Context: an optimization exercise on an open-source flow, tuned for small area, a short achievable clock period and few clock cycles. The choices shown serve that exercise and are no tape-out recipe. In this exercise RTL edits were held to simulation tests only and were not proved equivalent to the original. No activity file was given, so power comes from the tool's default toggle rates.

Design serial_sorter, start of the top module:
module serial_sorter #(
  parameter int unsigned WIDTH  = 32,
  parameter int unsigned DEPTH  = 16,
  parameter bit          SIGNED = 1'b1
) (
  input  logic             clk,
  input  logic             rst_n,
  input  logic [WIDTH-1:0] data_serial_i,
  input  logic             data_valid_i,
  input  logic             data_last_i,
  input  logic             descending_i,
  output logic             data_ready_o,
  input  logic             out_ready_i,
  output logic [WIDTH-1:0] data_serial_o,
  output logic             data_valid_o,
  output logic             data_last_o,
  output logic             busy_o
);
Size in the first run: roughly 4600 cells after synthesis, roughly 750 flip-flops, ~74 I/O pins, roughly 0.037 mm2 of cells after synthesis.
Settings: LEC_CHECK=0, CAP_MARGIN=20, CORE_MARGIN=2, CORE_UTILIZATION=55, CTS_CLUSTER_DIAMETER=60, CTS_CLUSTER_SIZE=30, SETUP_SLACK_MARGIN=2.2, SLEW_MARGIN=20; clock period 5.0 ns.
run.sh (not shown) runs the stock make flow with config.mk's settings and CLKGATE_MAP_FILE= SYNTH_SCRIPT=/design/flow/synth_recipe.tcl, a recipe that flattens the netlist after the stock synthesis.
The starting point ran to the end with no violations.
Testbench counts at the start, summed over its fixed seeds: cycles 4,000.
==> next run, changes <==
CORE_UTILIZATION = 50   (was 55)
Die area went up by 9.8%.
Clock skew falls by 19 ps.
Via count decreases by about 0.9%.
Register-to-register slack got worse by 70 ps.
Hold slack gets better by 18 ps.
Worst setup slack degrades by 68 ps.
Sequential power barely changes.
Total power increases by 0.88%.
Flip-flop and latch count is unchanged.
Cell area rose by about 0.8%.
Sequential share of layout area goes down by 0.32 points.
==> next run, changes <==
CORE_UTILIZATION = 60   (was 50)
SETUP_SLACK_MARGIN = 2.3   (was 2.2)
The changed run went through all stages and came out clean; synthesized area is unchanged; total power is lower by 1.6%; sequential share of layout area is higher by 0.26 points; hold slack got worse by 7.0 ps; non-clock buffer count is higher by 9; cell area is lower by 0.61%; critical path depth does not change; via count is higher by about 2%; die area is lower by 16%; clock skew is higher by 17 ps.
==> next run, changes <==
CORE_UTILIZATION = 55   (was 60)
CTS_CLUSTER_DIAMETER = 80   (was 60)
SETUP_SLACK_MARGIN = 2.2   (was 2.3)
Result:
- The new run finished with timing, DRC and antenna clean
- first-iteration DRC count rose by a few percent
- area after synthesis stays the same
- count of clock-buffer cells in the layout fell by 16
- via count fell slightly
- routed wire length rose by a few percent
- worst setup slack got worse by 48 ps
- die area rose by a little under a tenth
- final area fell slightly
- power fell by a few percent
- combinational power hardly moves
- sequential cell count stays the same

Setup of old:
serial_sorter, a different RTL version from the one above (not shown whole).
Size in the first run: about 600 flip-flops, roughly 74 I/O pins, roughly 34000 sq um of cells after synthesis.
Settings: LEC_CHECK=0, CAP_MARGIN=20, CORE_MARGIN=2, CORE_UTILIZATION=40, SETUP_SLACK_MARGIN=3, SLEW_MARGIN=20; clock period 5.0 ns.
Testbench counts of old, summed over its fixed seeds: cycles 3,992.
For new, these inputs were changed with respect to old:
Settings: SETUP_SLACK_MARGIN: 3 -> 2.
### Flow results
For new, the highest routing layer actually used was met5, unlike old, where it was met4.
Taking old as the reference point, the clock network area share of new rises by 0.22 points.
Part of the cycle the worst path needs sits lower in new than in old.
Initial antenna violation count in new vs old: up 1
old → new: maximum frequency shows an increase of 2.1 MHz, core utilization shows a reduction of 1.2 points, overall power shows a reduction of 1.1%.
Against old, number of multi-input combinational cells in the layout in new fell slightly.
Sort new and old by combinational cell fraction of total power, ascending, and new comes first.
Diff old -> new: global-route met1 utilization picked up an extra 0.99 points; design area now sits lower.

run A:
serial_sorter, a different RTL version from the one above (not shown whole).
Size: roughly 4500 cells after synthesis, ~74 I/O pins, about 0.036 mm2 of cells after synthesis.
==> flow/config.mk <==
export PLATFORM = sky130hd
export DESIGN_NAME = serial_sorter
export DESIGN_NICKNAME = serial_sorter
export VERILOG_FILES = /design/flow/design.v
export SDC_FILE = /design/flow/constraint.sdc
export NUM_CORES = 4
export LEC_CHECK = 0
export CAP_MARGIN = 20
export CORE_MARGIN = 2
export CORE_UTILIZATION = 50
export CTS_CLUSTER_DIAMETER = 70
export CTS_CLUSTER_SIZE = 30
export SETUP_SLACK_MARGIN = 2.3
export SLEW_MARGIN = 20
==> flow/constraint.sdc <==
create_clock -name core_clock -period 5.0 [get_ports {clk}]
set_input_delay 1.0000 -clock core_clock [delete_from_list [all_inputs] [get_ports {clk}]]
set_output_delay 1.0000 -clock core_clock [all_outputs]
set_load 0.01 [all_outputs]
Testbench counts of run A, summed over its fixed seeds: cycles 4,000.
Input changes introduced in run B (baseline for comparison: run A):
Settings: PLACE_DENSITY: unset -> 0.8; CORE_UTILIZATION: 50 -> 65; SETUP_SLACK_MARGIN: 2.3 -> 2.2; CTS_CLUSTER_DIAMETER: 70 -> 80.
## What came out
- Run B has completed all stages; timing, DRC and antenna checks passed.
- STATUS global-route wire length before repair: run B wins against run A
- Compare run B and run A | via count of the first global-routing pass lower: run A
- Going from run A to run B, met1 track demand over resource grows by 10 points.
- Summary — power share of the combinational group, run B relative to run A: higher, by 1.4 points.
For run C, these inputs were changed with respect to run B:
Settings: changing CORE_UTILIZATION from 65 to 55; removing PLACE_DENSITY (formerly 0.8).
Every run (run C and run B) finished clean. Run C vs. run B: clock group share of total power higher, total leakage power lower. Run C vs. run B: power down 2.7%, routed length on met2 up 5.4%, upper clock frequency limit up 2.0%. Run C ends up with a worst hold slack that is 0.0033 ns higher than in run B. Diff run B -> run C: mean routed wirelength per cell comparable, maximum number of pins on one net before global-route repair now smaller, combinational share of power lower, number of well taps picked up an extra about 16%.

## re-timing with driven ports
How much do the figures lean on ideal ports? The routed layouts below were timed once more, with nothing changed but the port constraints.
Step 1 (the two cells are an assumption about what drives the block):
set clk [get_ports {clk}]
set_driving_cell -lib_cell sky130_fd_sc_hd__clkbuf_16 $clk
set_driving_cell -lib_cell sky130_fd_sc_hd__buf_2 [delete_from_list [all_inputs] $clk]
Step 2 also shifts input and output timing later by t, the mid clock arrival at the registers, as if the neighbouring blocks saw the same clock.
Three values: no drivers, after step 1, after step 2; two values: the first two.
run | t, ns | setup slack, ns | clock arrival spread, ns
the first run of note 1 | 0.701 | 2.242 / 2.209 / 1.997 | 0.039 / 0.039
the second run of note 1 | 0.681 | 2.174 / 2.174 / 2.044 | 0.022 / 0.022
the third run of note 1 | 0.690 | 2.218 / 2.218 / 2.036 | 0.037 / 0.038
the fourth run of note 1 | 0.683 | 2.170 / 2.170 / 2.017 | 0.034 / 0.034
old | 0.699 | 1.004 / 1.004 / 1.004 | 0.035 / 0.036
new | 0.690 | 1.036 / 1.036 / 0.619 | 0.028 / 0.028
run A | 0.698 | 1.916 / 1.916 / 1.916 | 0.029 / 0.029
run B | 0.687 | 2.008 / 2.008 / 2.008 | 0.027 / 0.028
run C | 0.691 | 2.067 / 2.067 / 2.067 | 0.036 / 0.037
After both steps setup and hold are still met in every run listed. The setup slack of new, which loses most, moves by 0.000 ns with the drivers and by -0.417 ns with both steps.
